From an optimization exercise on the open Yosys and OpenROAD flow, aimed at small area; shortcuts taken in it are not production practice.
RTL that was checked went through simulation tests only; none was proved equivalent to the original.
Function not checked in runs 2 and 3: the RTL went through the layout flow alone.
Power figures rest on the tool's default switching activity, not on a simulated workload. The flow treats the clock pin as an ideal source, which a real chip does not have.

==> design/flow/design.v <==
package mbrs_pkg;
    localparam logic [1:0] OP_RX_BYTE = 2'd0;
    localparam logic [1:0] OP_HOST_RD = 2'd1;
    localparam logic [1:0] OP_HOST_WR = 2'd2;
    localparam logic [7:0] FN_READ_REGS  = 8'h03;
    localparam logic [7:0] FN_WRITE_REGS = 8'h10;
    localparam logic [15:0] CRC_INIT = 16'hFFFF;
    localparam logic [15:0] CRC_POLY = 16'hA001;
    localparam logic [5:0] C_FRAME = 6'd57;
    localparam logic [5:0] C_OVF   = 6'd56;    
    localparam logic [5:0] C_REPLY = 6'd61;    
    localparam logic [5:0] C_ECHO  = 6'd62;    
    localparam logic [3:0] S_CLR  = 4'd0;    
    localparam logic [3:0] S_IDLE = 4'd1;    
    localparam logic [3:0] S_RXC  = 4'd2;    
    localparam logic [3:0] S_RXW  = 4'd3;    
    localparam logic [3:0] S_ACC  = 4'd4;    
    localparam logic [3:0] S_JDG  = 4'd5;    
    localparam logic [3:0] S_CMT  = 4'd6;    
    localparam logic [3:0] S_TXL  = 4'd7;    
    localparam logic [3:0] S_TXW  = 4'd8;    
    localparam logic [3:0] S_TXC  = 4'd9;    
endpackage
module mbrs_crc (
    input  logic        i_clk,
    input  logic        i_init,
    input  logic        i_step,
    input  logic        i_bit,
    output logic [15:0] o_crc
);
    logic [15:0] r_crc;
    always_ff @(posedge i_clk) begin
        if (i_init) begin
            r_crc <= mbrs_pkg::CRC_INIT;
        end else if (i_step) begin
            r_crc <= {1'b0, r_crc[15:1]} ^ ((r_crc[0] ^ i_bit) ? mbrs_pkg::CRC_POLY : 16'h0000);
        end
    end
    assign o_crc = r_crc;
endmodule
module modbus_rtu_register_slave (
    input  logic        i_clk,
    input  logic        i_rst_n,
    input  logic        i_cfg_wr_en,
    input  logic [7:0]  i_cfg_wr_data,
    input  logic        i_valid,
    output logic        o_ready,
    input  logic [1:0]  i_func,
    input  logic [7:0]  i_rx_byte,
    input  logic        i_frame_end,
    input  logic [3:0]  i_host_index,
    input  logic [15:0] i_host_value,
    output logic        o_valid,
    input  logic        i_ready,
    output logic        o_kind,
    output logic [7:0]  o_tx_byte,
    output logic        o_last,
    output logic [15:0] o_read_value
);
    logic [3:0]  r_st;
    logic [3:0]  r_pos;
    logic [15:0] r_reg [16];
    logic [15:0] r_buf [16];
    logic [5:0]  r_c;        
    logic        r_full;
    logic [7:0]  r_sid;
    logic        r_aok;      
    logic        r_abc;      
    logic [7:0]  r_fn;
    logic        r_bs;       
    logic [3:0]  r_start;
    logic        r_ch;       
    logic [4:0]  r_cnt;
    logic        r_bcq;      
    logic        r_lenhit;   
    logic [1:0]  r_code;     
    logic        r_echo;     
    logic        r_ovalid;
    logic        r_kind;
    logic        r_last;
    logic [15:0] r_d;
    logic [15:0] w_crc;
    logic        w_crc_init;
    logic        w_crc_step;
    logic        w_crc_bit;
    logic [15:0] w_rhead;
    logic        w_sel_b;
    logic        w_sel_h;
    logic        w_sel_r;
    logic        w_bwr;
    logic        w_slot_free;
    logic        w_store;
    logic [3:0]  w_idx;
    logic        w_aligned;
    logic        w_hit;
    logic        w_ph7;
    logic [4:0]  w_k;
    logic        w_eqk;
    logic        w_exc;
    logic        w_read;
    logic        w_is_rd;
    logic        w_is_wr;
    logic        w_frame_ok;
    logic        w_bad_cnt;
    logic        w_cmt_end;
    logic        w_tx_lo;
    logic        w_tx_hi;
    logic        w_tx_need;
    logic        w_tx_load;
    logic [7:0]  w_txb;
    logic        w_host_load;
    logic        w_rx_acc;
    logic        w_to_idle;
    assign w_rhead     = r_reg[0];
    assign w_slot_free = !r_ovalid || i_ready;
    assign w_store     = !r_full && (r_c != mbrs_pkg::C_OVF);
    assign w_idx       = r_start + r_c[4:1];
    assign w_aligned   = (r_pos == w_idx);
    assign w_hit       = (r_pos == i_host_index);
    assign w_ph7       = (r_pos[2:0] == 3'd7);
    assign w_k         = w_exc ? 5'd0 : (r_echo ? 5'd2 : r_cnt);
    assign w_eqk       = (r_c[5:1] == {1'b0, w_k});
    assign w_exc       = (r_code != 2'd0);
    assign w_read      = !w_exc && !r_echo;
    assign w_is_rd    = (r_fn == mbrs_pkg::FN_READ_REGS);
    assign w_is_wr    = (r_fn == mbrs_pkg::FN_WRITE_REGS);
    assign w_frame_ok = !r_full && (r_c != 6'd0) && (r_c <= mbrs_pkg::C_OVF) && r_aok
                        && (w_crc == 16'h0000);
    assign w_bad_cnt  = r_ch || (r_cnt == 5'd0) || (({2'b00, r_start} + {1'b0, r_cnt}) > 6'd16);
    assign w_tx_lo   = w_eqk && !r_c[0];
    assign w_tx_hi   = w_eqk && r_c[0];
    assign w_tx_need = w_read && !r_c[5] && !w_eqk;
    always_comb begin
        if (w_tx_lo) begin
            w_txb = w_crc[7:0];
        end else if (w_tx_hi) begin
            w_txb = w_crc[15:8];
        end else if (r_c == (r_echo ? 6'd62 : 6'd61)) begin
            w_txb = r_sid;
        end else if (r_c == (r_echo ? 6'd63 : 6'd62)) begin
            w_txb = {r_fn[7] | w_exc, r_fn[6:0]};
        end else if (r_c == 6'd63) begin
            w_txb = w_exc ? {6'd0, r_code} : {2'b00, r_cnt, 1'b0};
        end else if (!r_echo) begin
            w_txb = r_c[0] ? w_rhead[7:0] : w_rhead[15:8];
        end else begin
            case (r_c[1:0])
                2'd1:    w_txb = {4'd0, r_start};
                2'd3:    w_txb = {3'd0, r_cnt};
                default: w_txb = 8'h00;
            endcase
        end
    end
    assign w_tx_load   = (r_st == mbrs_pkg::S_TXL) && w_slot_free && (!w_tx_need || w_aligned);
    assign w_host_load = (r_st == mbrs_pkg::S_IDLE) && i_valid && (i_func == mbrs_pkg::OP_HOST_RD)
                         && w_hit && w_slot_free;
    assign w_crc_init = (r_st == mbrs_pkg::S_CLR) || (r_st == mbrs_pkg::S_JDG)
                        || (w_tx_load && w_tx_hi);
    assign w_crc_step = (r_st == mbrs_pkg::S_RXC) || (r_st == mbrs_pkg::S_TXC);
    assign w_crc_bit  = (r_st == mbrs_pkg::S_RXC) ? i_rx_byte[r_pos[2:0]]
                                                  : r_d[{1'b0, r_pos[2:0]}];
    mbrs_crc u_crc (
        .i_clk  (i_clk),
        .i_init (w_crc_init),
        .i_step (w_crc_step),
        .i_bit  (w_crc_bit),
        .o_crc  (w_crc)
    );
    assign w_cmt_end = w_eqk && !r_c[0];
    assign w_sel_b   = (r_st == mbrs_pkg::S_CMT) && w_aligned && !r_c[0] && !w_cmt_end;
    assign w_sel_h   = (r_st == mbrs_pkg::S_IDLE) && i_valid && (i_func == mbrs_pkg::OP_HOST_WR)
                       && w_hit;
    assign w_sel_r   = (r_st != mbrs_pkg::S_CLR) && !w_sel_b && !w_sel_h;
    assign w_bwr     = (r_st == mbrs_pkg::S_RXW) && w_aligned;
    always_ff @(posedge i_clk) begin
        for (int i = 0; i < 15; i++) begin
            r_reg[i] <= r_reg[i + 1];
            r_buf[i] <= r_buf[i + 1];
        end
        r_reg[15] <= (r_buf[0] & {16{w_sel_b}}) | (i_host_value & {16{w_sel_h}})
                     | (w_rhead & {16{w_sel_r}});
        r_buf[15] <= {(w_bwr && !r_c[0]) ? i_rx_byte : r_buf[0][15:8],
                      (w_bwr && r_c[0])  ? i_rx_byte : r_buf[0][7:0]};
    end
    assign w_rx_acc = (r_st == mbrs_pkg::S_ACC) && (i_func == mbrs_pkg::OP_RX_BYTE) && w_store;
    always_ff @(posedge i_clk) begin
        if (w_rx_acc) begin
            r_lenhit <= w_eqk && r_c[0];
            case (r_c)
                6'd57: begin
                    r_aok <= (i_rx_byte == r_sid) || (i_rx_byte == 8'h00);
                    r_abc <= (i_rx_byte == 8'h00);
                end
                6'd58: r_fn <= i_rx_byte;
                6'd59: r_bs <= (i_rx_byte != 8'h00);
                6'd60: begin
                    r_bs    <= r_bs || (i_rx_byte[7:4] != 4'h0);
                    r_start <= i_rx_byte[3:0];
                end
                6'd61: r_ch <= (i_rx_byte != 8'h00);
                6'd62: begin
                    r_ch  <= r_ch || (i_rx_byte[7:5] != 3'd0);
                    r_cnt <= i_rx_byte[4:0];
                end
                6'd63: r_bcq <= !r_ch && (i_rx_byte == {2'b00, r_cnt, 1'b0});
                default: begin
                end
            endcase
        end
    end
    always_ff @(posedge i_clk) begin
        if (!i_rst_n) begin
            r_sid <= 8'h01;
        end else if (i_cfg_wr_en) begin
            r_sid <= i_cfg_wr_data;
        end
    end
    always_ff @(posedge i_clk) begin
        if (!i_rst_n) begin
            r_ovalid <= 1'b0;
        end else if (w_tx_load || w_host_load) begin
            r_ovalid <= 1'b1;
        end else if (i_ready) begin
            r_ovalid <= 1'b0;
        end
    end
    always_ff @(posedge i_clk) begin
        if (w_host_load) begin
            r_kind <= 1'b1;
            r_last <= 1'b1;
            r_d    <= w_rhead;
        end else if (w_tx_load) begin
            r_kind   <= 1'b0;
            r_last   <= w_tx_hi;
            r_d[7:0] <= w_txb;
        end
    end
    assign o_valid      = r_ovalid;
    assign o_kind       = r_kind;
    assign o_last       = r_last;
    assign o_tx_byte    = r_kind ? 8'h00 : r_d[7:0];
    assign o_read_value = r_kind ? r_d : 16'h0000;
    assign o_ready = ((r_st == mbrs_pkg::S_IDLE) && !i_valid) || (r_st == mbrs_pkg::S_ACC);
    always_ff @(posedge i_clk) begin
        if (!i_rst_n) begin
            r_pos <= 4'd0;
        end else begin
            r_pos <= r_pos + 4'd1;
        end
    end
    always_comb begin
        w_to_idle = 1'b0;
        case (r_st)
            mbrs_pkg::S_CLR: w_to_idle = 1'b1;
            mbrs_pkg::S_JDG: w_to_idle = 1'b1;
            mbrs_pkg::S_CMT: w_to_idle = w_cmt_end && r_abc;
            mbrs_pkg::S_TXL: w_to_idle = w_tx_load && w_tx_hi;
            default: begin
            end
        endcase
    end
    always_ff @(posedge i_clk) begin
        if (w_to_idle) begin
            r_c    <= mbrs_pkg::C_FRAME;
            r_full <= 1'b0;
            r_echo <= 1'b0;
            r_code <= 2'd0;
        end
        if (!i_rst_n) begin
            r_st <= mbrs_pkg::S_CLR;
        end else begin
            case (r_st)
                mbrs_pkg::S_CLR: begin
                    if (r_pos == 4'd15) begin
                        r_st <= mbrs_pkg::S_IDLE;
                    end
                end
                mbrs_pkg::S_IDLE: begin
                    if (i_valid) begin
                        case (i_func)
                            mbrs_pkg::OP_RX_BYTE: begin
                                if (!w_store) begin
                                    r_st <= mbrs_pkg::S_ACC;
                                end else if (w_ph7) begin
                                    r_st <= mbrs_pkg::S_RXC;
                                end
                            end
                            mbrs_pkg::OP_HOST_RD: begin
                                if (w_host_load) begin
                                    r_st <= mbrs_pkg::S_ACC;
                                end
                            end
                            mbrs_pkg::OP_HOST_WR: begin
                                if (w_hit) begin
                                    r_st <= mbrs_pkg::S_ACC;
                                end
                            end
                            default: begin
                                r_st <= mbrs_pkg::S_ACC;
                            end
                        endcase
                    end
                end
                mbrs_pkg::S_RXC: begin
                    if (w_ph7) begin
                        r_st <= r_c[5] ? mbrs_pkg::S_ACC : mbrs_pkg::S_RXW;
                    end
                end
                mbrs_pkg::S_RXW: begin
                    if (w_aligned) begin
                        r_st <= mbrs_pkg::S_ACC;
                    end
                end
                mbrs_pkg::S_ACC: begin
                    r_st <= mbrs_pkg::S_IDLE;
                    if (i_func == mbrs_pkg::OP_RX_BYTE) begin
                        if (w_store) begin
                            r_c <= r_c + 6'd1;
                        end else begin
                            r_full <= 1'b1;
                        end
                        if (i_frame_end) begin
                            r_st <= mbrs_pkg::S_JDG;
                        end
                    end
                end
                mbrs_pkg::S_JDG: begin
                    r_st <= mbrs_pkg::S_IDLE;
                    if (w_frame_ok) begin
                        if (w_is_wr && r_bcq && r_lenhit && !r_bs && !w_bad_cnt) begin
                            r_c  <= 6'd0;
                            r_st <= mbrs_pkg::S_CMT;
                        end else if (!r_abc && (!w_is_wr || (r_bcq && r_lenhit))) begin
                            r_st <= mbrs_pkg::S_TXL;
                            r_c  <= mbrs_pkg::C_REPLY;
                            if (!w_is_rd && !w_is_wr) begin
                                r_code <= 2'd1;
                            end else if (r_bs) begin
                                r_code <= 2'd2;
                            end else if (w_bad_cnt) begin
                                r_code <= 2'd3;
                            end
                        end
                    end
                end
                mbrs_pkg::S_CMT: begin
                    if (w_cmt_end) begin
                        r_echo <= 1'b1;
                        r_c    <= mbrs_pkg::C_ECHO;
                        r_st   <= r_abc ? mbrs_pkg::S_IDLE : mbrs_pkg::S_TXL;
                        if (r_abc) begin
                            r_c    <= mbrs_pkg::C_FRAME;
                            r_echo <= 1'b0;
                        end
                    end else if (w_aligned) begin
                        r_c <= r_c + 6'd1;
                    end
                end
                mbrs_pkg::S_TXL: begin
                    if (w_tx_load) begin
                        if (w_tx_hi) begin
                            r_st <= mbrs_pkg::S_IDLE;
                        end else if (w_tx_lo) begin
                            r_c <= r_c + 6'd1;
                        end else begin
                            r_st <= mbrs_pkg::S_TXW;
                        end
                    end
                end
                mbrs_pkg::S_TXW: begin
                    if (w_ph7) begin
                        r_st <= mbrs_pkg::S_TXC;
                    end
                end
                mbrs_pkg::S_TXC: begin
                    if (w_ph7) begin
                        r_c  <= r_c + 6'd1;
                        r_st <= mbrs_pkg::S_TXL;
                    end
                end
                default: begin
                    r_st <= mbrs_pkg::S_CLR;
                end
            endcase
        end
    end
endmodule
==> design/flow/flow/run.sh <==
#!/bin/bash
# Own layout flow: the standard synthesis, then an area-oriented re-mapping of the
# combinational cells (registers kept as they are, same instances and names), then the
# standard ORFS layout with smaller port buffers and a coarser clock tree without dummy loads.
# Each tool writes its full output to its own log file in the work folder.
set -euo pipefail
WORK=$(pwd)
RES=$WORK/orfs/results/$FLOW_PLATFORM/modbus_rtu_register_slave/base
LIB=$FLOW_HOME/platforms/$FLOW_PLATFORM/lib/sky130_fd_sc_hd__tt_025C_1v80.lib

bash standard.sh synth > "$WORK/flow_synth.log" 2>&1

# re-map combinational logic only if the netlist holds no register type the stubs lack
cp "$RES/1_2_yosys.v" "$WORK/synth_standard.v"
if ! grep -oE "sky130_fd_sc_hd__[a-z0-9_]+" "$WORK/synth_standard.v" | sort -u \
      | grep -E "__(df|edf|sdf|dl|sedf)" | grep -qvE "__(dfxtp_1|edfxtp_1)$"; then
  sed -e "s#@LIB@#$LIB#g" -e "s#@IN@#$WORK/synth_standard.v#g" -e "s#@OUT@#$WORK/synth_remap.v#g" \
      -e "s#@FLOW@#$WORK/flow#g" "$WORK/flow/remap.ys" > "$WORK/remap_run.ys"
  if timeout 1800 yosys -s "$WORK/remap_run.ys" > "$WORK/flow_remap.log" 2>&1 \
      && [[ -s "$WORK/synth_remap.v" ]]; then
    before=$(grep "Chip area" "$WORK/flow_remap.log" | head -1 | awk '{print $NF}')
    after=$(grep "Chip area" "$WORK/flow_remap.log" | tail -1 | awk '{print $NF}')
    echo "remap: $before -> $after" >> "$WORK/flow_remap.log"
    cp "$WORK/synth_remap.v" "$RES/1_2_yosys.v"
    rm -f "$RES/1_synth.odb" "$RES/1_synth.sdc"
  fi
fi

bash standard.sh \
  "BUFFER_PORTS_ARGS=-buffer_cell sky130_fd_sc_hd__buf_1" \
  "CTS_ARGS=-sink_clustering_enable -repair_clock_nets -sink_clustering_size 32 -sink_clustering_max_diameter 100 -buf_list sky130_fd_sc_hd__clkbuf_16 -dont_use_dummy_load" \
  finish > "$WORK/flow_layout.log" 2>&1
==> design/flow/flow/remap.abc <==
strash
&get -n
&deepsyn -T 150
&put
dch
amap
topo
dnsize
==> design/flow/flow/remap.ys <==
# Re-map the combinational cells of the standard synthesis for area; registers are
# blackboxes here, so their instances, names and cell types stay as synthesis made them.
read_verilog @FLOW@/stubs.v
read_liberty -ignore_redef -ignore_miss_func @LIB@
read_verilog @IN@
hierarchy -top modbus_rtu_register_slave
flatten
opt_clean
stat -liberty @LIB@
abc -liberty @LIB@ -script @FLOW@/remap.abc -dont_use sky130_fd_sc_hd__probe_p_8 -dont_use sky130_fd_sc_hd__probec_p_8 -dont_use sky130_fd_sc_hd__lpflow_bleeder_1 -dont_use sky130_fd_sc_hd__lpflow_clkbufkapwr_1 -dont_use sky130_fd_sc_hd__lpflow_clkbufkapwr_16 -dont_use sky130_fd_sc_hd__lpflow_clkbufkapwr_2 -dont_use sky130_fd_sc_hd__lpflow_clkbufkapwr_4 -dont_use sky130_fd_sc_hd__lpflow_clkbufkapwr_8 -dont_use sky130_fd_sc_hd__lpflow_clkinvkapwr_1 -dont_use sky130_fd_sc_hd__lpflow_clkinvkapwr_16 -dont_use sky130_fd_sc_hd__lpflow_clkinvkapwr_2 -dont_use sky130_fd_sc_hd__lpflow_clkinvkapwr_4 -dont_use sky130_fd_sc_hd__lpflow_clkinvkapwr_8 -dont_use sky130_fd_sc_hd__lpflow_decapkapwr_12 -dont_use sky130_fd_sc_hd__lpflow_decapkapwr_3 -dont_use sky130_fd_sc_hd__lpflow_decapkapwr_4 -dont_use sky130_fd_sc_hd__lpflow_decapkapwr_6 -dont_use sky130_fd_sc_hd__lpflow_decapkapwr_8 -dont_use sky130_fd_sc_hd__lpflow_inputiso0n_1 -dont_use sky130_fd_sc_hd__lpflow_inputiso0p_1 -dont_use sky130_fd_sc_hd__lpflow_inputiso1n_1 -dont_use sky130_fd_sc_hd__lpflow_inputiso1p_1 -dont_use sky130_fd_sc_hd__lpflow_inputisolatch_1 -dont_use sky130_fd_sc_hd__lpflow_isobufsrc_1 -dont_use sky130_fd_sc_hd__lpflow_isobufsrc_16 -dont_use sky130_fd_sc_hd__lpflow_isobufsrc_2 -dont_use sky130_fd_sc_hd__lpflow_isobufsrc_4 -dont_use sky130_fd_sc_hd__lpflow_isobufsrc_8 -dont_use sky130_fd_sc_hd__lpflow_isobufsrckapwr_16 -dont_use sky130_fd_sc_hd__lpflow_lsbuf_lh_hl_isowell_tap_1 -dont_use sky130_fd_sc_hd__lpflow_lsbuf_lh_hl_isowell_tap_2 -dont_use sky130_fd_sc_hd__lpflow_lsbuf_lh_hl_isowell_tap_4 -dont_use sky130_fd_sc_hd__lpflow_lsbuf_lh_isowell_4 -dont_use sky130_fd_sc_hd__lpflow_lsbuf_lh_isowell_tap_1 -dont_use sky130_fd_sc_hd__lpflow_lsbuf_lh_isowell_tap_2 -dont_use sky130_fd_sc_hd__lpflow_lsbuf_lh_isowell_tap_4 
read_liberty -lib -ignore_redef @LIB@
splitnets
opt_clean -purge
hilomap -singleton -hicell sky130_fd_sc_hd__conb_1 HI -locell sky130_fd_sc_hd__conb_1 LO
insbuf -buf sky130_fd_sc_hd__buf_4 A X
hierarchy -top modbus_rtu_register_slave
check -assert
stat -liberty @LIB@
write_verilog -noattr -nohex -nodec @OUT@
==> design/flow/flow/stubs.v <==
(* blackbox *) module sky130_fd_sc_hd__dfxtp_1(input CLK, input D, output Q); endmodule
(* blackbox *) module sky130_fd_sc_hd__edfxtp_1(input CLK, input D, input DE, output Q); endmodule
==> design/flow/standard.sh <==
#!/bin/bash
# synth_recipe.tcl (not shown) runs the flow's synth.tcl, then flattens the netlist and writes it again
# the make line also repeats each setting of config.mk as NAME=value (left out here)
make -C /OpenROAD-flow-scripts/flow DESIGN_CONFIG=/design/flow/config.mk WORK_HOME=/design/flow/orfs CLKGATE_MAP_FILE= SYNTH_SCRIPT=/design/flow/synth_recipe.tcl "${@:-finish}"
==> design/flow/config.mk <==
export PLATFORM = sky130hd
export DESIGN_NAME = modbus_rtu_register_slave
export DESIGN_NICKNAME = modbus_rtu_register_slave
export VERILOG_FILES = /design/flow/design.v
export SDC_FILE = /design/flow/constraint.sdc
export NUM_CORES = 4
export LEC_CHECK = 0
export CAP_MARGIN = 20
export CORE_MARGIN = 2
export CORE_UTILIZATION = 40
export SLEW_MARGIN = 20
==> design/flow/constraint.sdc <==
create_clock -name core_clock -period 10.0 [get_ports {i_clk}]
set_input_delay 2.0000 -clock core_clock [delete_from_list [all_inputs] [get_ports {i_clk}]]
set_output_delay 2.0000 -clock core_clock [all_outputs]
set_load 0.01 [all_outputs]
==> results of run 1 <==
[layout make-up]
type                       instances  area share [%]
sequential                       596            74.0
timing repair buffer              75            1.78
inverter                         100            2.26
clock buffer                      22            3.31
multi-input combinational        454            14.8
tap                              511            3.84
[metrics by stage]
| stage | cells | power, mW |
|---|---|---|
| floorplan | 1174 | 2.73 |
| global placement | 1736 | 2.82 |
| detailed placement | 1736 | 2.83 |
| CTS | 1758 | 3.84 |
| global route | 1758 | 3.96 |
| finish | 1758 | 3.80 |
[layer usage]
layer,up-vias,routed length (um),share of wire (%)
met3,50,1860,6.4
li1,4066,-,-
met4,2,869,3.0
met2,263,12300,42
met5,-,8,0.027
met1,3996,14200,49
[path summary, 6_finish.rpt]
check / startpoint / end / slack, ns / cells after the start
max reg2reg: r_c[0] / r_c[5] / 5.88 / 15
min reg2reg: r_reg[9][5] / r_reg[8][5] / 0.32 / 0
min: r_reg[9][5] / r_reg[8][5] / 0.32 / 0
max: i_valid / o_ready / 5.51 / 4
[power by group through the flow]
stage | sequential [mW] | clock, mW | combinational, mW
after floorplan | 2.57 | 0 | 0.157
after global placement | 2.58 | 0 | 0.237
after detailed placement | 2.59 | 0 | 0.239
after CTS | 2.53 | 1.07 | 0.240
after global routing | 2.54 | 1.15 | 0.266
final | 2.53 | 1.02 | 0.243
==> impl_results.html, run 1 <==
<table>
<tr><th>Metric</th><th>Value</th></tr>
<tr><th colspan="2">Clock tree</th></tr>
<tr><td>Post-CTS resize count</td><td>0</td></tr>
<tr><td>Clk Latency, worst-skew pair</td><td>0.54 ns</td></tr>
<tr><td>CTS Hold Buffers Added</td><td>0</td></tr>
<tr><td>TritonCTS sink count</td><td>596</td></tr>
<tr><td>Number of levels the H-tree was split into</td><td>1</td></tr>
<tr><td>Number of CTS-inserted buffers</td><td>22</td></tr>
<tr><td>CTS tree</td><td>yes</td></tr>
<tr><td>Clock Path Buffers</td><td>3</td></tr>
<tr><td>Clock transition at the registers of the reported paths</td><td>0.11 ns</td></tr>
<tr><td>Total setup buffers inserted after CTS</td><td>0</td></tr>
<tr><td>Root cell of the clock tree</td><td>clkbuf_16</td></tr>
<tr><th colspan="2">STA</th></tr>
<tr><td>Final Worst Setup Slack</td><td>5.51 ns</td></tr>
<tr><td>Worst hold slack</td><td>0.322 ns</td></tr>
<tr><td>Maximum frequency from static timing analysis</td><td>223 MHz</td></tr>
<tr><td>Slew HR</td><td>36.5%</td></tr>
<tr><td>Minimum clock period</td><td>4.49 ns</td></tr>
<tr><td>Part of the cycle the worst path needs</td><td>44.9%</td></tr>
<tr><td>Slew Limit Fails</td><td>0</td></tr>
<tr><td>Unrepaired setup endpoints after global routing</td><td>false</td></tr>
<tr><td>Maximum clock skew at final layout</td><td>0.0265 ns</td></tr>
<tr><td>Final setup viols</td><td>0</td></tr>
<tr><td>Final hold vios</td><td>0</td></tr>
<tr><td>Actual slew at the worst max-slew pin</td><td>0.953 ns</td></tr>
<tr><td>Setup TNS</td><td>0 ns</td></tr>
<tr><th colspan="2">Cells and area</th></tr>
<tr><td>Layout overhead on the synthesized area</td><td>8.60%</td></tr>
<tr><td>Antenna Cells</td><td>0</td></tr>
<tr><td>Final standard cell area without fillers</td><td>0.0166 sq mm</td></tr>
<tr><td>Area taken by flip-flops and latches</td><td>0.0123 sq mm</td></tr>
<tr><td>Total number of nets in the final design</td><td>1293</td></tr>
<tr><td>Layout filler cell count</td><td>3490</td></tr>
<tr><td>Most frequent cells in the layout</td><td>557 x dfxtp_1, 132 x nor2_1, 100 x clkinv_1</td></tr>
<tr><td>Util after Layout</td><td>44.2%</td></tr>
<tr><td>Most common cell after layout, fill and taps aside</td><td>dfxtp_1</td></tr>
<tr><td>Area of the multi-input gates</td><td>0.00246 sq mm</td></tr>
<tr><td>Layout cell share with drive strength beyond 1</td><td>2.33%</td></tr>
<tr><th colspan="2">Global route</th></tr>
<tr><td>Most utilized layer in the global route result</td><td>met2</td></tr>
<tr><td>Initial antenna violation count</td><td>1</td></tr>
<tr><td>Maximum number of pins on one net before global-route repair</td><td>33</td></tr>
<tr><td>Wire length of the first global-routing pass</td><td>44200 um</td></tr>
<tr><td>Met2 usage</td><td>22.1%</td></tr>
<tr><td>Via count of the first global-routing pass</td><td>7678</td></tr>
<tr><td>Met3 layer usage reported by global route</td><td>2.27%</td></tr>
<tr><td>Global-route track usage on met1</td><td>21.6%</td></tr>
<tr><td>Global-route usage over all layers</td><td>14.7%</td></tr>
<tr><td>Grt ovf</td><td>0</td></tr>
<tr><th colspan="2">Drt</th></tr>
<tr><td>Vias</td><td>8377</td></tr>
<tr><td>Pre-antenna DRT Iters</td><td>6</td></tr>
<tr><td>Post-route DRC violation count</td><td>0</td></tr>
<tr><td>Per-cell via count in the routed design</td><td>4.77</td></tr>
<tr><td>Final routed wirelength across all metal layers</td><td>29200 um</td></tr>
<tr><td>Detail-routed net length per standard cell</td><td>16.6 um</td></tr>
<tr><td>Detail Route Antenna Nets</td><td>0</td></tr>
<tr><td>Initial detailed-routing violation count</td><td>626</td></tr>
<tr><th colspan="2">Setup path</th></tr>
<tr><td>Kind of cell adding the most delay to the critical path</td><td>buffers and inverters</td></tr>
<tr><td>CP required</td><td>8.00 ns</td></tr>
<tr><td>Most repeated library cell on the critical path</td><td>buf_1</td></tr>
<tr><td>Setup crit start kind</td><td>input port</td></tr>
<tr><td>Biggest cell delay along the critical path</td><td>0.18 ns</td></tr>
<tr><td>Critical Path AT</td><td>2.49 ns</td></tr>
<tr><td>Largest fanout of any net on the critical path</td><td>2</td></tr>
<tr><td>Setup crit end kind</td><td>primary output</td></tr>
<tr><td>Critical setup path kind</td><td>in -&gt; out</td></tr>
<tr><td>Buffers &amp; Inverters on Critical Path</td><td>2</td></tr>
<tr><td>Crit-path slowest cell</td><td>o21a_1</td></tr>
<tr><td>Cells along the critical path</td><td>buf_1 -&gt; o21a_1 -&gt; nor2_1 -&gt; buf_1</td></tr>
<tr><th colspan="2">Yosys</th></tr>
<tr><td>Average footprint of a synthesized cell</td><td>13.1 sq um</td></tr>
<tr><td>Synthesized instance count</td><td>1174</td></tr>
<tr><td>Synth Cell Area</td><td>0.0153 sq mm</td></tr>
<tr><td>Yosys warning total</td><td>4</td></tr>
<tr><td>Synth Net Count</td><td>1218</td></tr>
<tr><th colspan="2">Pwr</th></tr>
<tr><td>Switching part of the total</td><td>22.2%</td></tr>
<tr><td>Power share of the combinational group</td><td>6.4%</td></tr>
<tr><td>VDD IR-drop max</td><td>0.000104 V</td></tr>
<tr><td>Part of the power in registers</td><td>66.6%</td></tr>
<tr><td>Leakage Power</td><td>6.01 nW</td></tr>
<tr><td>Clock network fraction of total power</td><td>27.0%</td></tr>
<tr><td>Power per cell area</td><td>228 mW/mm^2</td></tr>
<tr><td>Internal power component</td><td>2.95 mW</td></tr>
<tr><td>Net load switching power</td><td>0.845 mW</td></tr>
<tr><th colspan="2">Die</th></tr>
<tr><td>Std-Cell Core Area</td><td>0.0377 sq mm</td></tr>
<tr><td>Boundary pin count</td><td>72</td></tr>
<tr><td>Cell row count</td><td>71</td></tr>
<tr><td>Total die area</td><td>0.0399 sq mm</td></tr>
<tr><td>Starting Density</td><td>40.7%</td></tr>
<tr><td>Die boundary width</td><td>200 um</td></tr>
<tr><td>Die span in y</td><td>200 um</td></tr>
<tr><th colspan="2">Worst hold path</th></tr>
<tr><td>Hold Crit Class</td><td>reg -&gt; reg</td></tr>
<tr><th colspan="2">Placed design</th></tr>
<tr><td>Dpl ws</td><td>5.28 ns</td></tr>
<tr><td>Placement-stage cell area</td><td>0.0161 sq mm</td></tr>
<tr><td>Total half-perimeter wirelength after legalization and detailed placement</td><td>21300 um</td></tr>
<tr><td>Port bufs</td><td>71</td></tr>
<tr><td>Final RePlAce weighted congestion</td><td>0.946</td></tr>
<tr><th colspan="2">Status</th></tr>
<tr><td>Status</td><td>complete, no violations</td></tr>
<tr><th colspan="2">Job</th></tr>
<tr><td>Max cap viols</td><td>0</td></tr>
</table>
==> run 2: changes to the inputs <==
--- a/design/flow/design.v
+++ b/design/flow/design.v
@@ -58,9 +58,9 @@
     output logic [15:0] o_read_value
 );
     logic [3:0]  r_st;
-    logic [3:0]  r_pos;
+    logic [4:0]  r_pos;      
     logic [15:0] r_reg [16];
-    logic [15:0] r_buf [16];
+    logic [7:0]  r_buf [32];  
     logic [5:0]  r_c;        
     logic        r_full;
     logic [7:0]  r_sid;
@@ -92,6 +92,7 @@
     logic        w_store;
     logic [3:0]  w_idx;
     logic        w_aligned;
+    logic        w_bslot;
     logic        w_hit;
     logic        w_ph7;
     logic [4:0]  w_k;
@@ -115,8 +116,9 @@
     assign w_slot_free = !r_ovalid || i_ready;
     assign w_store     = !r_full && (r_c != mbrs_pkg::C_OVF);
     assign w_idx       = r_start + r_c[4:1];
-    assign w_aligned   = (r_pos == w_idx);
-    assign w_hit       = (r_pos == i_host_index);
+    assign w_aligned   = (r_pos[3:0] == w_idx);
+    assign w_bslot     = w_aligned && (r_pos[4] == r_c[0]);
+    assign w_hit       = (r_pos[3:0] == i_host_index);
     assign w_ph7       = (r_pos[2:0] == 3'd7);
     assign w_k         = w_exc ? 5'd0 : (r_echo ? 5'd2 : r_cnt);
     assign w_eqk       = (r_c[5:1] == {1'b0, w_k});
@@ -167,20 +169,21 @@
         .o_crc  (w_crc)
     );
     assign w_cmt_end = w_eqk && !r_c[0];
-    assign w_sel_b   = (r_st == mbrs_pkg::S_CMT) && w_aligned && !r_c[0] && !w_cmt_end;
+    assign w_sel_b   = (r_st == mbrs_pkg::S_CMT) && w_bslot && !r_c[0] && !w_cmt_end;
     assign w_sel_h   = (r_st == mbrs_pkg::S_IDLE) && i_valid && (i_func == mbrs_pkg::OP_HOST_WR)
                        && w_hit;
     assign w_sel_r   = (r_st != mbrs_pkg::S_CLR) && !w_sel_b && !w_sel_h;
-    assign w_bwr     = (r_st == mbrs_pkg::S_RXW) && w_aligned;
+    assign w_bwr     = (r_st == mbrs_pkg::S_RXW) && w_bslot;
     always_ff @(posedge i_clk) begin
         for (int i = 0; i < 15; i++) begin
             r_reg[i] <= r_reg[i + 1];
+        end
+        for (int i = 0; i < 31; i++) begin
             r_buf[i] <= r_buf[i + 1];
         end
-        r_reg[15] <= (r_buf[0] & {16{w_sel_b}}) | (i_host_value & {16{w_sel_h}})
+        r_reg[15] <= ({r_buf[0], r_buf[16]} & {16{w_sel_b}}) | (i_host_value & {16{w_sel_h}})
                      | (w_rhead & {16{w_sel_r}});
-        r_buf[15] <= {(w_bwr && !r_c[0]) ? i_rx_byte : r_buf[0][15:8],
-                      (w_bwr && r_c[0])  ? i_rx_byte : r_buf[0][7:0]};
+        r_buf[31] <= w_bwr ? i_rx_byte : r_buf[0];
     end
     assign w_rx_acc = (r_st == mbrs_pkg::S_ACC) && (i_func == mbrs_pkg::OP_RX_BYTE) && w_store;
     always_ff @(posedge i_clk) begin
@@ -243,9 +246,9 @@
     assign o_ready = ((r_st == mbrs_pkg::S_IDLE) && !i_valid) || (r_st == mbrs_pkg::S_ACC);
     always_ff @(posedge i_clk) begin
         if (!i_rst_n) begin
-            r_pos <= 4'd0;
+            r_pos <= 5'd0;
         end else begin
-            r_pos <= r_pos + 4'd1;
+            r_pos <= r_pos + 5'd1;
         end
     end
     always_comb begin
@@ -271,7 +274,7 @@
         end else begin
             case (r_st)
                 mbrs_pkg::S_CLR: begin
-                    if (r_pos == 4'd15) begin
+                    if (r_pos[3:0] == 4'd15) begin
                         r_st <= mbrs_pkg::S_IDLE;
                     end
                 end
@@ -307,7 +310,7 @@
                     end
                 end
                 mbrs_pkg::S_RXW: begin
-                    if (w_aligned) begin
+                    if (w_bslot) begin
                         r_st <= mbrs_pkg::S_ACC;
                     end
                 end
@@ -352,7 +355,7 @@
                             r_c    <= mbrs_pkg::C_FRAME;
                             r_echo <= 1'b0;
                         end
-                    end else if (w_aligned) begin
+                    end else if (w_bslot) begin
                         r_c <= r_c + 6'd1;
                     end
                 end
==> design/flow/flow/run.sh (replaced) <==
#!/bin/bash
# Own layout flow: the standard synthesis, then an area-oriented re-mapping of the
# combinational cells (registers kept as they are, same instances and names), then the
# standard ORFS layout with smaller port buffers and a coarser clock tree without dummy loads.
# Each tool writes its full output to its own log file in the work folder.
set -euo pipefail
WORK=$(pwd)
RES=$WORK/orfs/results/$FLOW_PLATFORM/modbus_rtu_register_slave/base
LIB=$FLOW_HOME/platforms/$FLOW_PLATFORM/lib/sky130_fd_sc_hd__tt_025C_1v80.lib
CTS_SET=$(cat "$WORK/flow/cts.args")

bash standard.sh synth > "$WORK/flow_synth.log" 2>&1

cp "$RES/1_2_yosys.v" "$WORK/synth_standard.v"
if ! grep -oE "sky130_fd_sc_hd__[a-z0-9_]+" "$WORK/synth_standard.v" | sort -u \
      | grep -E "__(df|edf|sdf|dl|sedf)" | grep -qvE "__(dfxtp_1|edfxtp_1)$"; then
  best=""
  best_area=""
  for seed in 1 2 3 4; do
    sed -e "s#@SEED@#$seed#g" "$WORK/flow/remap.abc" > "$WORK/remap_$seed.abc"
    sed -e "s#@LIB@#$LIB#g" -e "s#@IN@#$WORK/synth_standard.v#g" -e "s#@OUT@#$WORK/synth_remap_$seed.v#g" \
        -e "s#@FLOW@#$WORK/flow#g" -e "s#@ABC@#$WORK/remap_$seed.abc#g" \
        "$WORK/flow/remap.ys" > "$WORK/remap_$seed.ys"
    (timeout 1800 yosys -s "$WORK/remap_$seed.ys" > "$WORK/flow_remap_$seed.log" 2>&1 || true) &
  done
  wait
  for seed in 1 2 3 4; do
    if [[ -s "$WORK/synth_remap_$seed.v" ]] && grep -q "Found and reported 0 problems" "$WORK/flow_remap_$seed.log"; then
      area=$(grep "Chip area" "$WORK/flow_remap_$seed.log" | tail -1 | awk '{print $NF}')
      echo "seed $seed: $area" >> "$WORK/flow_remap_pick.log"
      if [[ -z "$best" ]] || awk -v a="$area" -v b="$best_area" 'BEGIN{exit !(a < b)}'; then
        best=$seed
        best_area=$area
      fi
    fi
  done
  if [[ -n "$best" ]]; then
    echo "picked seed $best: $best_area" >> "$WORK/flow_remap_pick.log"
    cp "$WORK/synth_remap_$best.v" "$RES/1_2_yosys.v"
    rm -f "$RES/1_synth.odb" "$RES/1_synth.sdc"
  fi
fi

bash standard.sh \
  "BUFFER_PORTS_ARGS=-buffer_cell sky130_fd_sc_hd__buf_1" \
  "CTS_ARGS=-sink_clustering_enable -repair_clock_nets -dont_use_dummy_load $CTS_SET" \
  finish > "$WORK/flow_layout.log" 2>&1
==> design/flow/flow/README.md (new file) <==
Own layout flow. run.sh: standard synthesis (standard.sh synth); the combinational cells are
re-mapped for area with yosys/ABC (remap.ys, remap.abc; registers are blackboxes via stubs.v so
they keep their instances, names and cell types) using four ABC seeds, keeping the smallest;
then standard.sh finish with buf_1 port buffers and the clock-tree settings in cts.args.
==> design/flow/flow/cts.args (new file) <==
-sink_clustering_size 32 -sink_clustering_max_diameter 100 -buf_list sky130_fd_sc_hd__clkbuf_16
==> design/flow/flow/remap.abc (replaced) <==
strash
&get -n
&deepsyn -T 200 -S @SEED@
&put
dch
amap
mfs3 -ae
topo
dnsize
==> design/flow/flow/remap.ys (replaced) <==
# Re-map the combinational cells of the standard synthesis for area; registers are
# blackboxes here, so their instances, names and cell types stay as synthesis made them.
read_verilog @FLOW@/stubs.v
read_liberty -ignore_redef -ignore_miss_func @LIB@
read_verilog @IN@
hierarchy -top modbus_rtu_register_slave
flatten
opt_clean
stat -liberty @LIB@
abc -liberty @LIB@ -script @ABC@ -dont_use sky130_fd_sc_hd__probe_p_8 -dont_use sky130_fd_sc_hd__probec_p_8 -dont_use sky130_fd_sc_hd__lpflow_bleeder_1 -dont_use sky130_fd_sc_hd__lpflow_clkbufkapwr_1 -dont_use sky130_fd_sc_hd__lpflow_clkbufkapwr_16 -dont_use sky130_fd_sc_hd__lpflow_clkbufkapwr_2 -dont_use sky130_fd_sc_hd__lpflow_clkbufkapwr_4 -dont_use sky130_fd_sc_hd__lpflow_clkbufkapwr_8 -dont_use sky130_fd_sc_hd__lpflow_clkinvkapwr_1 -dont_use sky130_fd_sc_hd__lpflow_clkinvkapwr_16 -dont_use sky130_fd_sc_hd__lpflow_clkinvkapwr_2 -dont_use sky130_fd_sc_hd__lpflow_clkinvkapwr_4 -dont_use sky130_fd_sc_hd__lpflow_clkinvkapwr_8 -dont_use sky130_fd_sc_hd__lpflow_decapkapwr_12 -dont_use sky130_fd_sc_hd__lpflow_decapkapwr_3 -dont_use sky130_fd_sc_hd__lpflow_decapkapwr_4 -dont_use sky130_fd_sc_hd__lpflow_decapkapwr_6 -dont_use sky130_fd_sc_hd__lpflow_decapkapwr_8 -dont_use sky130_fd_sc_hd__lpflow_inputiso0n_1 -dont_use sky130_fd_sc_hd__lpflow_inputiso0p_1 -dont_use sky130_fd_sc_hd__lpflow_inputiso1n_1 -dont_use sky130_fd_sc_hd__lpflow_inputiso1p_1 -dont_use sky130_fd_sc_hd__lpflow_inputisolatch_1 -dont_use sky130_fd_sc_hd__lpflow_isobufsrc_1 -dont_use sky130_fd_sc_hd__lpflow_isobufsrc_16 -dont_use sky130_fd_sc_hd__lpflow_isobufsrc_2 -dont_use sky130_fd_sc_hd__lpflow_isobufsrc_4 -dont_use sky130_fd_sc_hd__lpflow_isobufsrc_8 -dont_use sky130_fd_sc_hd__lpflow_isobufsrckapwr_16 -dont_use sky130_fd_sc_hd__lpflow_lsbuf_lh_hl_isowell_tap_1 -dont_use sky130_fd_sc_hd__lpflow_lsbuf_lh_hl_isowell_tap_2 -dont_use sky130_fd_sc_hd__lpflow_lsbuf_lh_hl_isowell_tap_4 -dont_use sky130_fd_sc_hd__lpflow_lsbuf_lh_isowell_4 -dont_use sky130_fd_sc_hd__lpflow_lsbuf_lh_isowell_tap_1 -dont_use sky130_fd_sc_hd__lpflow_lsbuf_lh_isowell_tap_2 -dont_use sky130_fd_sc_hd__lpflow_lsbuf_lh_isowell_tap_4 
read_liberty -lib -ignore_redef @LIB@
splitnets
opt_clean -purge
hilomap -singleton -hicell sky130_fd_sc_hd__conb_1 HI -locell sky130_fd_sc_hd__conb_1 LO
insbuf -buf sky130_fd_sc_hd__buf_4 A X
hierarchy -top modbus_rtu_register_slave
check -assert
stat -liberty @LIB@
write_verilog -noattr -nohex -nodec @OUT@
==> impl_results.html, run 2 <==
<table>
<tr><th>Metric</th><th>Value</th></tr>
<tr><th colspan="2">Pwr</th></tr>
<tr><td>Leakage Power</td><td>6.06 nW (+0.83%)</td></tr>
<tr><td>VDD IR-drop max</td><td>0.000160 V (+53%)</td></tr>
<tr><td>Power per cell area</td><td>233 mW/mm^2 (+2.1%)</td></tr>
<tr><td>Overall power consumption</td><td>3.88 mW (+2.2%)</td></tr>
<tr><th colspan="2">Clock tree</th></tr>
<tr><td>TritonCTS sink count</td><td>597 (+0.17%)</td></tr>
<tr><td>Root cell of the clock tree</td><td>clkbuf_16</td></tr>
<tr><td>Clock transition at the registers of the reported paths</td><td>0.11 ns (about the same)</td></tr>
<tr><td>Number of levels the H-tree was split into</td><td>1 (unchanged)</td></tr>
<tr><td>CTS Hold Buffers Added</td><td>0 (unchanged)</td></tr>
<tr><td>Total setup buffers inserted after CTS</td><td>0 (unchanged)</td></tr>
<tr><td>Clock Path Buffers</td><td>3 (unchanged)</td></tr>
<tr><td>CTS tree</td><td>yes</td></tr>
<tr><td>Post-CTS resize count</td><td>0 (unchanged)</td></tr>
<tr><td>Clk Latency, worst-skew pair</td><td>0.56 ns (+0.02 ns)</td></tr>
<tr><td>Number of CTS-inserted buffers</td><td>22 (unchanged)</td></tr>
<tr><th colspan="2">Global route</th></tr>
<tr><td>Wire length of the first global-routing pass</td><td>45600 um (+3.2%)</td></tr>
<tr><td>Global-route usage over all layers</td><td>15.3% (+0.58 points)</td></tr>
<tr><td>Via count of the first global-routing pass</td><td>7653 (-0.33%)</td></tr>
<tr><td>Maximum number of pins on one net before global-route repair</td><td>33 (unchanged)</td></tr>
<tr><td>Initial antenna violation count</td><td>5 (+4)</td></tr>
<tr><td>Grt ovf</td><td>0 (unchanged)</td></tr>
<tr><th colspan="2">Cells and area</th></tr>
<tr><td>Layout overhead on the synthesized area</td><td>8.88%</td></tr>
<tr><td>Most frequent cells in the layout</td><td>558 x dfxtp_1, 112 x nor2_1, 90 x clkinv_1</td></tr>
<tr><td>Area taken by flip-flops and latches</td><td>0.0123 sq mm (+0.16%)</td></tr>
<tr><td>Layout cell share with drive strength beyond 1</td><td>2.72% (+0.40 points)</td></tr>
<tr><td>Layout filler cell count</td><td>3456 (-0.97%)</td></tr>
<tr><td>Util after Layout</td><td>44.2% (about the same)</td></tr>
<tr><td>Total number of nets in the final design</td><td>1258 (-2.7%)</td></tr>
<tr><td>Final standard cell area without fillers</td><td>0.0167 sq mm (about the same)</td></tr>
<tr><td>Most common cell after layout, fill and taps aside</td><td>dfxtp_1</td></tr>
<tr><td>Antenna Cells</td><td>0 (unchanged)</td></tr>
<tr><td>Area of the multi-input gates</td><td>0.00247 sq mm (+0.41%)</td></tr>
<tr><th colspan="2">Die</th></tr>
<tr><td>Die boundary width</td><td>200 um (about the same)</td></tr>
<tr><td>Boundary pin count</td><td>72 (unchanged)</td></tr>
<tr><td>Starting Density</td><td>40.6% (-0.066 points)</td></tr>
<tr><td>Std-Cell Core Area</td><td>0.0377 sq mm (unchanged)</td></tr>
<tr><td>Total die area</td><td>0.0398 sq mm (-0.16%)</td></tr>
<tr><td>Cell row count</td><td>71 (unchanged)</td></tr>
<tr><td>Die span in y</td><td>200 um (about the same)</td></tr>
<tr><th colspan="2">Yosys</th></tr>
<tr><td>Synth Net Count</td><td>1181 (-3.0%)</td></tr>
<tr><td>Synthesized instance count</td><td>1137 (-3.2%)</td></tr>
<tr><td>Synth Cell Area</td><td>0.0153 sq mm (-0.16%)</td></tr>
<tr><td>Average footprint of a synthesized cell</td><td>13.5 sq um (+3.1%)</td></tr>
<tr><td>Yosys warning total</td><td>4 (unchanged)</td></tr>
<tr><th colspan="2">Placed design</th></tr>
<tr><td>Dpl ws</td><td>5.11 ns (-0.177 ns)</td></tr>
<tr><td>Final RePlAce weighted congestion</td><td>0.934 (-1.2%)</td></tr>
<tr><td>Port bufs</td><td>71 (unchanged)</td></tr>
<tr><td>Placement-stage cell area</td><td>0.0161 sq mm (+0.13%)</td></tr>
<tr><td>Total half-perimeter wirelength after legalization and detailed placement</td><td>21900 um (+2.9%)</td></tr>
<tr><th colspan="2">STA</th></tr>
<tr><td>Final hold vios</td><td>0 (unchanged)</td></tr>
<tr><td>Final setup viols</td><td>0 (unchanged)</td></tr>
<tr><td>Actual slew at the worst max-slew pin</td><td>0.951 ns (-0.00180 ns)</td></tr>
<tr><td>Part of the cycle the worst path needs</td><td>46.7% (+1.8 points)</td></tr>
<tr><td>Minimum clock period</td><td>4.67 ns (+0.176 ns)</td></tr>
<tr><td>Maximum clock skew at final layout</td><td>0.0703 ns (+0.0438 ns)</td></tr>
<tr><td>Setup TNS</td><td>0 ns (unchanged)</td></tr>
<tr><td>Final Worst Setup Slack</td><td>5.33 ns (-0.176 ns)</td></tr>
<tr><td>Unrepaired setup endpoints after global routing</td><td>false</td></tr>
<tr><td>Maximum frequency from static timing analysis</td><td>214 MHz (-3.8%)</td></tr>
<tr><td>Slew HR</td><td>36.1% (-0.37 points)</td></tr>
<tr><td>Slew Limit Fails</td><td>0 (unchanged)</td></tr>
<tr><th colspan="2">Drt</th></tr>
<tr><td>Pre-antenna DRT Iters</td><td>5 (-1)</td></tr>
<tr><td>Final routed wirelength across all metal layers</td><td>30200 um (+3.3%)</td></tr>
<tr><td>Post-route DRC violation count</td><td>0 (unchanged)</td></tr>
<tr><td>Detail Route Antenna Nets</td><td>0 (unchanged)</td></tr>
<tr><td>Detail-routed net length per standard cell</td><td>17.5 um (+5.4%)</td></tr>
<tr><td>Initial detailed-routing violation count</td><td>529 (-15%)</td></tr>
<tr><td>Per-cell via count in the routed design</td><td>4.76 (-0.15%)</td></tr>
<tr><td>Vias</td><td>8198 (-2.1%)</td></tr>
<tr><th colspan="2">Setup path</th></tr>
<tr><td>Setup crit end kind</td><td>flop</td></tr>
<tr><td>Number of cells traversed by the worst register-to-register path</td><td>19 (+4)</td></tr>
<tr><td>Critical Path AT</td><td>5.08 ns (+2.59 ns)</td></tr>
<tr><td>Largest fanout of any net on the critical path</td><td>9 (+7)</td></tr>
<tr><td>Setup crit start kind</td><td>flop</td></tr>
<tr><td>Critical setup path kind</td><td>reg -&gt; reg</td></tr>
<tr><td>Cells along the critical path</td><td>clkinv_1 -&gt; a2111oi_0 -&gt; a21oi_1 -&gt; clkinv_1 -&gt; o211ai_1 -&gt; o21ai_0 -&gt; clkinv_1 -&gt; nor2_1 -&gt; clkinv_1 -&gt; nor2_1 -&gt; clkinv_1 -&gt; o21ai_0 -&gt; clkinv_1 -&gt; nand2_1 -&gt; nor2_1 -&gt; clkinv_1 -&gt; a21oi_1 -&gt; nand2_1 -&gt; o21ai_0</td></tr>
<tr><td>CP required</td><td>10.42 ns (+2.42 ns)</td></tr>
<tr><td>Crit-path slowest cell</td><td>o21ai_0</td></tr>
<tr><td>Most repeated library cell on the critical path</td><td>clkinv_1</td></tr>
<tr><td>Biggest cell delay along the critical path</td><td>0.55 ns (+0.37 ns)</td></tr>
<tr><th colspan="2">Job</th></tr>
<tr><td>Max cap viols</td><td>0 (unchanged)</td></tr>
<tr><th colspan="2">Worst hold path</th></tr>
<tr><td>Hold Crit Class</td><td>reg -&gt; reg</td></tr>
<tr><td>Worst Hold Depth</td><td>0 (unchanged)</td></tr>
<tr><th colspan="2">Status</th></tr>
<tr><td>Status</td><td>complete, no violations</td></tr>
</table>
## run 2: worst max-delay path, delay by kind of cell, from the launching register on
family | cells | cell delay (ns)
flip-flops | 1 | 0.49
AO/OA/AOI/OAI | 7 | 1.78
AND/OR/NAND/NOR | 5 | 0.97
buffers and inverters | 7 | 1.30
## run 2: path summary, 6_finish.rpt
kind / startpoint / to / slack [ns]
worst max-delay path: r_cnt[4] / r_c[5] / 5.33
worst min-delay path: r_buf[7][0] / r_buf[6][0] / 0.30
worst max register to register: r_cnt[4] / r_c[5] / 5.33
worst min register to register: r_buf[7][0] / r_buf[6][0] / 0.30
## run 2: final cells by class
cell class                      instances  share of cell area [%]
Clock buffer                           22                    3.30
Tap cell                              511                    3.84
Sequential cell                       597                    74.1
Inverter                               90                    2.03
Multi-Input combinational cell        426                    14.8
Timing Repair Buffer                   77                    1.92
## run 2: power breakdown
| part | leakage (nW) | total (mW) | internal [mW] | switching [mW] |
|---|---|---|---|---|
| Clock | 0.271 | 1.03 | 0.399 | 0.632 |
| Sequential | 4.88 | 2.51 | 2.47 | 0.0465 |
| Combinational | 0.915 | 0.340 | 0.102 | 0.238 |
| Total | 6.06 | 3.88 | 2.97 | 0.916 |
## run 2: metal layers
metal,vias up,part of all wire [%],global-route usage [%]
met5,-,0.22,0
met4,10,1.8,3.21
met3,44,7.1,3.36
met2,248,40,22.6
met1,3868,51,23.0
li1,4028,-,-
## run 2: metrics by stage
stage	cells	hold slack (ns)
detailed placement	1701	0.312
floorplan	1137	0.310
global route	1723	0.301
finish	1723	0.295
CTS	1723	0.289
global placement	1700	0.310
==> run 3: changes to the inputs <==
==> design/flow/flow/cts.args (replaced) <==
-sink_clustering_size 12 -sink_clustering_max_diameter 40 -buf_list sky130_fd_sc_hd__clkbuf_4
==> impl_results.html, run 3 <==
<table>
<tr><th>Metric</th><th>Value</th></tr>
<tr><th colspan="2">Clock tree</th></tr>
<tr><td>CTS tree</td><td>yes</td></tr>
<tr><td>Total setup buffers inserted after CTS</td><td>0 (unchanged)</td></tr>
<tr><td>TritonCTS sink count</td><td>597 (unchanged)</td></tr>
<tr><td>Number of CTS-inserted buffers</td><td>67 (+200%)</td></tr>
<tr><td>CTS Hold Buffers Added</td><td>0 (unchanged)</td></tr>
<tr><td>Clock Path Buffers</td><td>3 (unchanged)</td></tr>
<tr><td>Clock transition at the registers of the reported paths</td><td>0.11 ns (about the same)</td></tr>
<tr><td>Post-CTS resize count</td><td>0 (unchanged)</td></tr>
<tr><td>Root cell of the clock tree</td><td>clkbuf_4</td></tr>
<tr><td>Number of levels the H-tree was split into</td><td>3 (+2)</td></tr>
<tr><td>Clk Latency, worst-skew pair</td><td>0.70 ns (+0.14 ns)</td></tr>
<tr><th colspan="2">Pwr</th></tr>
<tr><td>Leakage Power</td><td>6.10 nW (+0.61%)</td></tr>
<tr><td>VDD IR-drop max</td><td>0.000118 V (-26%)</td></tr>
<tr><td>Power per cell area</td><td>230 mW/mm^2 (-1.3%)</td></tr>
<tr><th colspan="2">Drt</th></tr>
<tr><td>Final routed wirelength across all metal layers</td><td>30900 um (+2.2%)</td></tr>
<tr><td>Per-cell via count in the routed design</td><td>4.76 (about the same)</td></tr>
<tr><td>Detail-routed net length per standard cell</td><td>17.4 um (-0.49%)</td></tr>
<tr><td>Initial detailed-routing violation count</td><td>535 (+1.1%)</td></tr>
<tr><td>Vias</td><td>8424 (+2.8%)</td></tr>
<tr><td>Detail Route Antenna Nets</td><td>0 (unchanged)</td></tr>
<tr><td>Pre-antenna DRT Iters</td><td>6 (+1)</td></tr>
<tr><td>Post-route DRC violation count</td><td>0 (unchanged)</td></tr>
<tr><th colspan="2">Die</th></tr>
<tr><td>Die boundary width</td><td>200 um (unchanged)</td></tr>
<tr><td>Boundary pin count</td><td>72 (unchanged)</td></tr>
<tr><td>Std-Cell Core Area</td><td>0.0377 sq mm (unchanged)</td></tr>
<tr><td>Cell row count</td><td>71 (unchanged)</td></tr>
<tr><td>Total die area</td><td>0.0398 sq mm (unchanged)</td></tr>
<tr><td>Die span in y</td><td>200 um (unchanged)</td></tr>
<tr><td>Starting Density</td><td>40.6% (unchanged)</td></tr>
<tr><th colspan="2">Global route</th></tr>
<tr><td>Initial antenna violation count</td><td>7 (+2)</td></tr>
<tr><td>Global-route usage over all layers</td><td>16.0% (+0.68 points)</td></tr>
<tr><td>Wire length of the first global-routing pass</td><td>47000 um (+3.0%)</td></tr>
<tr><td>Via count of the first global-routing pass</td><td>8071 (+5.5%)</td></tr>
<tr><td>Maximum number of pins on one net before global-route repair</td><td>18 (-45%)</td></tr>
<tr><td>Grt ovf</td><td>0 (unchanged)</td></tr>
<tr><th colspan="2">STA</th></tr>
<tr><td>Unrepaired setup endpoints after global routing</td><td>false</td></tr>
<tr><td>Maximum clock skew at final layout</td><td>0.0854 ns (+0.0151 ns)</td></tr>
<tr><td>Final hold vios</td><td>0 (unchanged)</td></tr>
<tr><td>Setup TNS</td><td>0 ns (unchanged)</td></tr>
<tr><td>Part of the cycle the worst path needs</td><td>46.7% (about the same)</td></tr>
<tr><td>Minimum clock period</td><td>4.67 ns (-0.000860 ns)</td></tr>
<tr><td>Final setup viols</td><td>0 (unchanged)</td></tr>
<tr><td>Slew HR</td><td>31.4% (-4.7 points)</td></tr>
<tr><td>Maximum frequency from static timing analysis</td><td>214 MHz (about the same)</td></tr>
<tr><td>Actual slew at the worst max-slew pin</td><td>1.02 ns (+0.0701 ns)</td></tr>
<tr><td>Slew Limit Fails</td><td>0 (unchanged)</td></tr>
<tr><th colspan="2">Yosys</th></tr>
<tr><td>Synth Net Count</td><td>1181 (unchanged)</td></tr>
<tr><td>Synth Cell Area</td><td>0.0153 sq mm (unchanged)</td></tr>
<tr><td>Synthesized instance count</td><td>1137 (unchanged)</td></tr>
<tr><td>Average footprint of a synthesized cell</td><td>13.5 sq um (unchanged)</td></tr>
<tr><td>Yosys warning total</td><td>4 (unchanged)</td></tr>
<tr><th colspan="2">Placed design</th></tr>
<tr><td>Port bufs</td><td>71 (unchanged)</td></tr>
<tr><td>Final RePlAce weighted congestion</td><td>0.934 (unchanged)</td></tr>
<tr><td>Total half-perimeter wirelength after legalization and detailed placement</td><td>21900 um (unchanged)</td></tr>
<tr><th colspan="2">Cells and area</th></tr>
<tr><td>Layout cell share with drive strength beyond 1</td><td>6.21% (+3.5 points)</td></tr>
<tr><td>Most frequent cells in the layout</td><td>558 x dfxtp_1, 112 x nor2_1, 90 x clkinv_1</td></tr>
<tr><td>Most common cell after layout, fill and taps aside</td><td>dfxtp_1</td></tr>
<tr><td>Util after Layout</td><td>44.1% (-0.11 points)</td></tr>
<tr><td>Total number of nets in the final design</td><td>1303 (+3.6%)</td></tr>
<tr><td>Layout overhead on the synthesized area</td><td>8.60%</td></tr>
<tr><th colspan="2">Worst hold path</th></tr>
<tr><td>Worst Hold Depth</td><td>0 (unchanged)</td></tr>
<tr><td>Worst Hold Endpoint</td><td>r_buf[16][7]</td></tr>
<tr><td>Hold Crit Class</td><td>reg -&gt; reg</td></tr>
<tr><td>Worst Hold Launch</td><td>r_buf[17][7]</td></tr>
<tr><th colspan="2">Setup path</th></tr>
<tr><td>Setup slack of the worst register-to-register path</td><td>5.33 ns (about the same)</td></tr>
<tr><td>CP required</td><td>10.51 ns (+0.09 ns)</td></tr>
<tr><td>Critical setup path kind</td><td>reg -&gt; reg</td></tr>
<tr><td>Setup crit start kind</td><td>flop</td></tr>
<tr><td>Critical Path AT</td><td>5.18 ns (+0.10 ns)</td></tr>
<tr><td>Critical R2R Launch</td><td>r_cnt[4]</td></tr>
<tr><td>Largest fanout of any net on the critical path</td><td>9 (unchanged)</td></tr>
<tr><td>Number of cells traversed by the worst register-to-register path</td><td>19 (unchanged)</td></tr>
<tr><td>Setup crit end kind</td><td>flop</td></tr>
<tr><td>Destination of the worst register-to-register timing path</td><td>r_c[5]</td></tr>
<tr><th colspan="2">Status</th></tr>
<tr><td>Status</td><td>complete, no violations</td></tr>
<tr><th colspan="2">Job</th></tr>
<tr><td>Max cap viols</td><td>0 (unchanged)</td></tr>
</table>
==> run 3: area by class of cell <==
class	count	area (sq um)
flip-flops and latches	597	12300
inverters	90	338
clock buffers	67	503
repair buffers	77	319
diodes	2	5.00
well taps	511	639
fillers	3497	21000
multi-input cells	426	2470
==> run 3: how the worst max path moves through the flow <==
| stage | from | to | slack (ns) | cells after the start |
|---|---|---|---|---|
| floorplan | i_host_index[0] | r_d[0] | 4.93 | 9 |
| CTS | r_cnt[4] | r_c[5] | 5.40 | 19 |
| global route | r_cnt[4] | r_c[5] | 4.73 | 19 |
| global placement | i_host_index[0] | r_d[5] | 5.06 | 12 |
| detailed placement | i_rst_n | r_c[5] | 5.11 | 8 |
| finish | r_cnt[4] | r_c[5] | 5.33 | 19 |
==> run 3: per-layer routing <==
metal	part of all wire, %	vias up	GRT usage (%)
li1	-	4121	-
met1	50	3979	23.1
met2	40	257	22.7
met3	7.7	57	4.95
met4	1.9	10	5.19
met5	0.21	-	0
==> run 3: power breakdown <==
group          switching, mW  internal [mW]
Sequential            0.0463           2.47
Combinational          0.237          0.102
Clock                  0.662          0.311
Total                  0.946           2.88
==> run 3: critical path: stages (launching register included) <==
cell and delay [ns]:
edfxtp_1 0.47, clkinv_1 0.20, a2111oi_0 0.52, a21oi_1 0.22, clkinv_1 0.07, o211ai_1 0.13, o21ai_0 0.23, clkinv_1 0.25
nor2_1 0.32, clkinv_1 0.37, nor2_1 0.28, clkinv_1 0.11, o21ai_0 0.54, clkinv_1 0.24, nand2_1 0.19, nor2_1 0.10
clkinv_1 0.05, a21oi_1 0.06, nand2_1 0.08, o21ai_0 0.06
==> run 3: per-stage QoR <==
step | area [sq um] | instances | total power [mW] | worst slack, ns | hold WS, ns
after floorplan | 15300 | 1137 | 2.78 | 4.93 | 0.310
after global placement | 16100 | 1700 | 2.89 | 5.06 | 0.310
after detailed placement | 16100 | 1701 | 2.90 | 5.11 | 0.312
after CTS | 16600 | 1768 | 3.88 | 5.40 | 0.272
after global routing | 16600 | 1770 | 4.02 | 4.73 | 0.277
final | 16600 | 1770 | 3.82 | 5.33 | 0.271

==> port drivers added, routing unchanged <==
In the flow no input, the clock included, has a driving cell. The finished layouts below were timed again as built, in two steps. Step 1, drivers: a clkbuf_16 drives i_clk and a buf_2 each remaining input, both assumed. Step 2 moves the port delays by t, midway between the first and last clock arrival at a register: inputs arrive t later, outputs are due t later. That takes back most of the time a late clock gives input paths. Slacks: no drivers / after step 1 / after step 2; pairs: no drivers / after step 1.
| run | t, ns | setup slack, ns | worst hold slack (ns) | slew at the worst register clock pin (ns) | pins driven straight from the clock port |
|---|---|---|---|---|---|
| run 1 | 0.581 | 5.508 / 5.488 / 5.252 | 0.322 / 0.322 / 0.322 | 0.11 / 0.11 | 1 |
| run 2 | 0.572 | 5.332 / 5.332 / 5.057 | 0.295 / 0.295 / 0.295 | 0.12 / 0.12 | 1 |
| run 3 | 0.700 | 5.333 / 5.333 / 5.056 | 0.271 / 0.271 / 0.271 | 0.12 / 0.12 | 1 |
After both steps every run listed still meets setup and hold. The setup slack of run 3, which loses most, moves by 0.000 ns with the drivers and by -0.277 ns with both steps.
